Source: an optimization exercise on an open RTL-to-GDS flow (aim: small area). Production flows keep margins and buffers that such runs may drop. RTL that was checked went through simulation tests only; none was proved equivalent to the original. Power is estimated from default activity; no workload was simulated.

==> flow/design.v <==
package sa_ctrl_pkg;
    localparam int PE_ROW = 4;
    localparam int PE_COL = 4;
    localparam int DATA_W   = 8;
    localparam int ADDR_W   = 10;
    localparam int SEL_W    = 2;
    localparam int FIELD_W  = 12;
    localparam int OPC_W    = 3;
    localparam int PRM_ID_W = 4;
    localparam int PARAM_W  = 16;
    localparam int PSUM_W   = 16;
    localparam int RUN_W    = $clog2(PE_ROW) + 1;  
    localparam int ROW_ID_W = $clog2(PE_ROW);
    localparam logic [OPC_W-1:0] OPC_NOP     = 3'd0;
    localparam logic [OPC_W-1:0] OPC_PARAM   = 3'd1;
    localparam logic [OPC_W-1:0] OPC_LDSRAM  = 3'd2;
    localparam logic [OPC_W-1:0] OPC_STSRAM  = 3'd3;  
    localparam logic [OPC_W-1:0] OPC_EX      = 3'd4;
    localparam logic [OPC_W-1:0] OPC_WBPARAM = 3'd6;
    localparam logic [PRM_ID_W-1:0] PRM_S     = 4'd0;
    localparam logic [PRM_ID_W-1:0] PRM_OC    = 4'd1;
    localparam logic [PRM_ID_W-1:0] PRM_IC    = 4'd2;
    localparam logic [PRM_ID_W-1:0] PRM_TRG   = 4'd3;
    localparam logic [PRM_ID_W-1:0] PRM_IC_WH = 4'd4;  
    localparam logic [DATA_W-1:0] TRG_ISRAM = 8'd0;
    localparam logic [DATA_W-1:0] TRG_WSRAM = 8'd1;
    localparam logic [DATA_W-1:0] TRG_PSRAM = 8'd2;
    localparam int DRAIN_CYCLES = PE_ROW + PE_COL;  
    typedef union packed {
        struct packed {
            logic [FIELD_W-PRM_ID_W-1:0] pad;
            logic [PRM_ID_W-1:0]         id;
        } prm;
        struct packed {
            logic [SEL_W-1:0]  sel;
            logic [ADDR_W-1:0] addr;
        } loc;
    } instr_field_u;
    typedef struct packed {
        logic              valid;
        logic [OPC_W-1:0]  opc;
        instr_field_u      fld;
        logic [DATA_W-1:0] data;
    } instr_t;
    typedef struct packed {
        logic   valid;
        instr_t instr;
    } cmd_t;
    typedef struct packed {
        logic              valid;
        logic [RUN_W-1:0]  run_ic;
        logic [RUN_W-1:0]  run_oc;
        logic [ADDR_W-1:0] base_i;
        logic [ADDR_W-1:0] base_w;
        logic              last;
    } tile_t;
    typedef struct packed {
        logic [PE_ROW-1:0]        we;
        logic [PE_ROW-1:0]        en;
        logic [PE_ROW*ADDR_W-1:0] addr;
        logic [PE_ROW*DATA_W-1:0] din;
    } sram_wr_t;
    typedef struct packed {
        logic [PARAM_W-1:0] s;
        logic [PARAM_W-1:0] oc;
        logic [PARAM_W-1:0] ic;
    } layer_prm_t;
endpackage
`timescale 1ns/1ps
module systolic_ctrl (
    input  logic        CLK,
    input  logic        RST,
    input  logic [23:0] instr_in,
    output logic        instr_stall,
    output logic [79:0] sram_input,
    output logic [79:0] sram_weight,
    output logic [1:0]  systolic_en_row_id,
    output logic [3:0]  systolic_en_w,
    output logic        wb_valid,
    output logic [15:0] wb_data,
    output logic        flag_finish
);
    localparam logic [2:0] S_IDLE  = 3'd0,  
                           S_START = 3'd1,  
                           S_WAIT  = 3'd2,  
                           S_PL    = 3'd3,  
                           S_RUN   = 3'd4,  
                           S_DRAIN = 3'd5,  
                           S_DONE  = 3'd6;  
    logic        cmd_vld;    
    logic        post;       
    logic [2:0]  opc;
    logic [11:0] fld;
    logic [7:0]  dat;
    logic [7:0]  trg;
    logic [7:0]  prm_s, prm_oc;
    logic [15:0] prm_ic;
    logic [2:0]  st;
    logic [7:0]  cnt;
    logic [13:0] d_ic;       
    logic [5:0]  d_oc;       
    logic busy;
    assign busy        = (st != S_IDLE);
    assign instr_stall = cmd_vld | busy;
    logic exe_prm, exe_ex;
    assign exe_prm = cmd_vld && (opc == 3'd1);
    assign exe_ex  = cmd_vld && (opc == 3'd4);
    logic [9:0] a_addr, p_base;
    assign a_addr = fld[9:0];
    assign p_base = {fld[11:10], dat};
    logic ic_nz, oc_nz, ic_more, oc_more, ic_zero, oc_zero, last;
    assign ic_nz   = |d_ic;
    assign oc_nz   = |d_oc;
    assign ic_more = (|d_ic[13:1]) || (d_ic[0] && |prm_ic[1:0]);
    assign oc_more = (|d_oc[5:1])  || (d_oc[0] && |prm_oc[1:0]);
    assign ic_zero = !ic_nz && (prm_ic[1:0] == 2'd0);
    assign oc_zero = !oc_nz && (prm_oc[1:0] == 2'd0);
    assign last    = (!ic_more && !oc_more) || ic_zero || oc_zero;
    logic [2:0] run_ic;
    logic [3:0] ic_mask, oc_mask;
    assign run_ic  = ic_nz ? 3'd4 : {1'b0, prm_ic[1:0]};
    assign ic_mask = ic_nz ? 4'hf : ~(4'hf << prm_ic[1:0]);
    assign oc_mask = oc_nz ? 4'hf : ~(4'hf << prm_oc[1:0]);
    logic pre, load, run;
    assign pre  = (st == S_PL) && !cnt[0];
    assign load = (st == S_PL) &&  cnt[0];
    assign run  = (st == S_RUN);
    logic [7:0] cnt_inc;
    assign cnt_inc = cnt + 8'd1;
    always_ff @(posedge CLK or posedge RST) begin
        if (RST) begin
            cmd_vld <= 1'b0;
            post    <= 1'b0;
            st      <= S_IDLE;
        end else begin
            cmd_vld <= !instr_stall && instr_in[23];
            post    <= cmd_vld;
            case (st)
                S_IDLE:  if (exe_ex) st <= S_START;
                S_START: st <= S_WAIT;
                S_WAIT:  st <= (ic_zero || oc_zero) ? S_DONE : S_PL;
                S_PL:    if (cnt[2:0] == 3'd7) st <= (prm_s == 8'd0) ? S_DRAIN : S_RUN;
                S_RUN:   if (cnt_inc == prm_s) st <= S_DRAIN;
                S_DRAIN: if (cnt[2:0] == 3'd7) st <= S_DONE;
                default: st <= last ? S_IDLE : S_WAIT;
            endcase
        end
    end
    always_ff @(posedge CLK) begin
        if (st == S_WAIT || (st == S_PL && cnt[2:0] == 3'd7) || (run && cnt_inc == prm_s)) begin
            cnt <= '0;
        end else begin
            cnt <= cnt_inc;
        end
    end
    always_ff @(posedge CLK or posedge RST) begin
        if (RST) begin
            prm_s  <= '0;
            prm_oc <= '0;
            prm_ic <= '0;
            trg    <= '0;
        end else if (exe_prm) begin
            case (fld[3:0])
                4'd0: prm_s  <= dat;
                4'd1: prm_oc <= dat;
                4'd2: prm_ic <= {8'd0, dat};
                4'd3: trg    <= dat;
                4'd4: prm_ic[15:8] <= dat;
                default: ;
            endcase
        end
    end
    logic [9:0] delta;       
    logic       neg;
    assign neg   = !ic_nz && (prm_ic[1:0] != 2'd3);
    assign delta = ic_nz ? 10'd1 : {{8{neg}}, prm_ic[1] ^ prm_ic[0], ~prm_ic[0]};
    logic       last_ld, swap, inc, keep;
    logic [9:0] dsel, sum;
    assign last_ld = load && (cnt[2:1] == 2'd3);
    assign swap    = exe_ex || (st == S_START) || last_ld || (st == S_DONE);
    assign inc     = (load && !last_ld) || run;
    assign keep    = last_ld || ((st == S_DONE) && ic_more);
    assign dsel    = last_ld ? delta : {9'd0, inc};
    assign sum     = a_addr + dsel;
    always_ff @(posedge CLK) begin
        if (!instr_stall) begin
            {opc, fld, dat} <= instr_in[22:0];
        end else if (swap) begin
            fld[9:0]          <= p_base;
            {fld[11:10], dat} <= keep ? sum : 10'd0;
        end else if (inc) begin
            fld[9:0] <= sum;
        end
    end
    always_ff @(posedge CLK) begin
        if (st == S_START) begin
            d_ic <= prm_ic[15:2];
            d_oc <= prm_oc[7:2];
        end else if (st == S_DONE) begin
            if (ic_more) begin
                d_ic <= d_ic - 14'd1;
            end else begin
                d_ic <= prm_ic[15:2];
                d_oc <= d_oc - 6'd1;
            end
        end
    end
    logic       ld, ld_i, ld_w;
    logic [3:0] sel, we_i, we_w, en_i, en_w;
    assign ld     = post && (opc == 3'd2);
    assign ld_i   = ld && (trg == 8'd0);
    assign ld_w   = ld && (trg == 8'd1);
    assign sel    = 4'b0001 << fld[11:10];
    assign we_i   = {4{ld_i}} & sel;
    assign we_w   = {4{ld_w}} & sel;
    assign en_i   = we_i | ({4{run}} & ic_mask);
    assign en_w   = we_w | ({4{pre}} & oc_mask);
    always_comb begin
        sram_input[79:76]  = we_i;
        sram_input[75:72]  = en_i;
        sram_weight[79:76] = we_w;
        sram_weight[75:72] = en_w;
        for (int i = 0; i < 4; i++) begin
            sram_input[32 + i*10 +: 10]  = en_i[i] ? a_addr : 10'd0;
            sram_weight[32 + i*10 +: 10] = en_w[i] ? a_addr : 10'd0;
            sram_input[i*8 +: 8]         = we_i[i] ? dat : 8'd0;
            sram_weight[i*8 +: 8]        = we_w[i] ? dat : 8'd0;
        end
    end
    assign systolic_en_w      = {4{load}};
    assign systolic_en_row_id = load ? cnt[2:1] : 2'd0;
    assign wb_valid = post && (opc == 3'd6) && (fld[3:2] == 2'd0);
    always_comb begin
        case (fld[1:0])
            2'd0:    wb_data = {8'd0, prm_s};
            2'd1:    wb_data = {8'd0, prm_oc};
            2'd2:    wb_data = prm_ic;
            default: wb_data = {8'd0, trg};
        endcase
    end
    assign flag_finish = (st == S_DONE) && last;
endmodule
==> flow/config.mk <==
export PLATFORM = sky130hd
export DESIGN_NAME = systolic_ctrl
export DESIGN_NICKNAME = systolic_ctrl
export VERILOG_FILES = /design/flow/design.v
export SDC_FILE = /design/flow/constraint.sdc
export NUM_CORES = 4
export LEC_CHECK = 0
export ABC_AREA = 1
export CAP_MARGIN = 20
export CORE_MARGIN = 2
export CORE_UTILIZATION = 40
export CTS_BUF_LIST = sky130_fd_sc_hd__clkbuf_8
export SLEW_MARGIN = 20
==> flow/constraint.sdc <==
create_clock -name core_clock -period 8.0 [get_ports {CLK}]
set_input_delay 1.6000 -clock core_clock [delete_from_list [all_inputs] [get_ports {CLK}]]
set_output_delay 1.6000 -clock core_clock [all_outputs]
set_load 0.01 [all_outputs]
standard.sh (not shown) runs the stock make flow with config.mk's settings and CLKGATE_MAP_FILE= SYNTH_SCRIPT=/design/flow/synth_recipe.tcl, a recipe that flattens the netlist after the stock synthesis.
==> flow/flow/run.sh <==
#!/bin/bash
# Standard ORFS layout with three changes: ABC's area script replaced by a deeper one
# (flow/abc_area.script), the smallest buffer cell on every port, and no dummy clock loads.
set -euo pipefail
W=$PWD
rm -rf "$W/scripts_local"
cp -r "$FLOW_HOME/scripts" "$W/scripts_local"
cp "$W/flow/abc_area.script" "$W/scripts_local/abc_area.script"
export SCRIPTS_DIR="$W/scripts_local"
export BUFFER_PORTS_ARGS="-buffer_cell sky130_fd_sc_hd__buf_1"
export CTS_ARGS="-sink_clustering_enable -repair_clock_nets -dont_use_dummy_load -buf_list sky130_fd_sc_hd__clkbuf_8"
bash standard.sh > standard.log 2>&1
==> flow/flow/abc_area.script <==
strash
&get -n
&deepsyn -T 120
&put
balance -l
resub -K 6 -l
rewrite -l
resub -K 6 -N 2 -l
refactor -l
resub -K 8 -l
balance -l
resub -K 8 -N 2 -l
rewrite -l
resub -K 10 -l
rewrite -z -l
resub -K 10 -N 2 -l
balance -l
resub -K 12 -l
refactor -z -l
resub -K 12 -N 2 -l
rewrite -z -l
balance -l
dch -f
amap
topo
Edit:
--- a/flow/design.v
+++ b/flow/design.v
@@ -173,24 +173,22 @@
     logic [9:0] delta;       
     logic       neg;
     assign neg   = !ic_nz && (prm_ic[1:0] != 2'd3);
     assign delta = ic_nz ? 10'd1 : {{8{neg}}, prm_ic[1] ^ prm_ic[0], ~prm_ic[0]};
-    logic       last_ld, swap, inc, keep;
-    logic [9:0] dsel, sum;
-    assign last_ld = load && (cnt[2:1] == 2'd3);
-    assign swap    = exe_ex || (st == S_START) || last_ld || (st == S_DONE);
-    assign inc     = (load && !last_ld) || run;
-    assign keep    = last_ld || ((st == S_DONE) && ic_more);
-    assign dsel    = last_ld ? delta : {9'd0, inc};
-    assign sum     = a_addr + dsel;
     always_ff @(posedge CLK) begin
         if (!instr_stall) begin
             {opc, fld, dat} <= instr_in[22:0];
-        end else if (swap) begin
+        end else if (st == S_START) begin
+            fld <= '0;
+            dat <= '0;
+        end else if (load && cnt[2:1] == 2'd3) begin
             fld[9:0]          <= p_base;
-            {fld[11:10], dat} <= keep ? sum : 10'd0;
-        end else if (inc) begin
-            fld[9:0] <= sum;
+            {fld[11:10], dat} <= a_addr + delta;
+        end else if (load || run) begin
+            fld[9:0] <= a_addr + 10'd1;
+        end else if (st == S_DONE) begin
+            fld[9:0]          <= p_base;
+            {fld[11:10], dat} <= ic_more ? a_addr : 10'd0;
         end
     end
     always_ff @(posedge CLK) begin
         if (st == S_START) begin
Outcome: The new run went through all stages and came out clean; setup slack gets worse by 66 ps; core utilization rises by 0.75 points; final area went up by about 3%; register-to-register slack is better by 150 ps; total power is higher by about 16%; clock-buffer cell count stays the same; sequential power is higher by about 9%; area after synthesis climbs by about 3.6%; wire length went up by about 6%; non-clock buffer count climbs by 2; global-route usage goes up by 0.12 points; synthesized cell count rises by about 3.7%; combinational power rises by 25%; final cell count increases by 2.6%.
The RTL of the second run of this note was laid out without a check of its function.

-- what the ideal ports hide --
The flow's constraints put no driver on any port. The routed layouts listed below were extracted and timed again, unchanged, in two steps.
Step 1 assumes that a clkbuf_16 drives the clock port and a buf_2 every other input.
Step 2, shift: input delay + t, output delay - t, t = (earliest + latest rising clock arrival at the registers) / 2. This alone moves slack from input paths to output paths.
Three values: ideal ports, drivers, drivers and shift; two values: the first two.
run | shift t [ns] | setup WS [ns] | worst setup path after step 2 | latest minus earliest clock arrival (ns) | pins driven straight from the clock port
the first run | 0.410 | 3.055 / 3.017 / 3.427 | register to output | 0.027 / 0.026 | 1
the second run | 0.410 | 2.989 / 2.953 / 3.363 | register to output | 0.033 / 0.033 | 1
After both steps setup and hold are still met in every run listed.
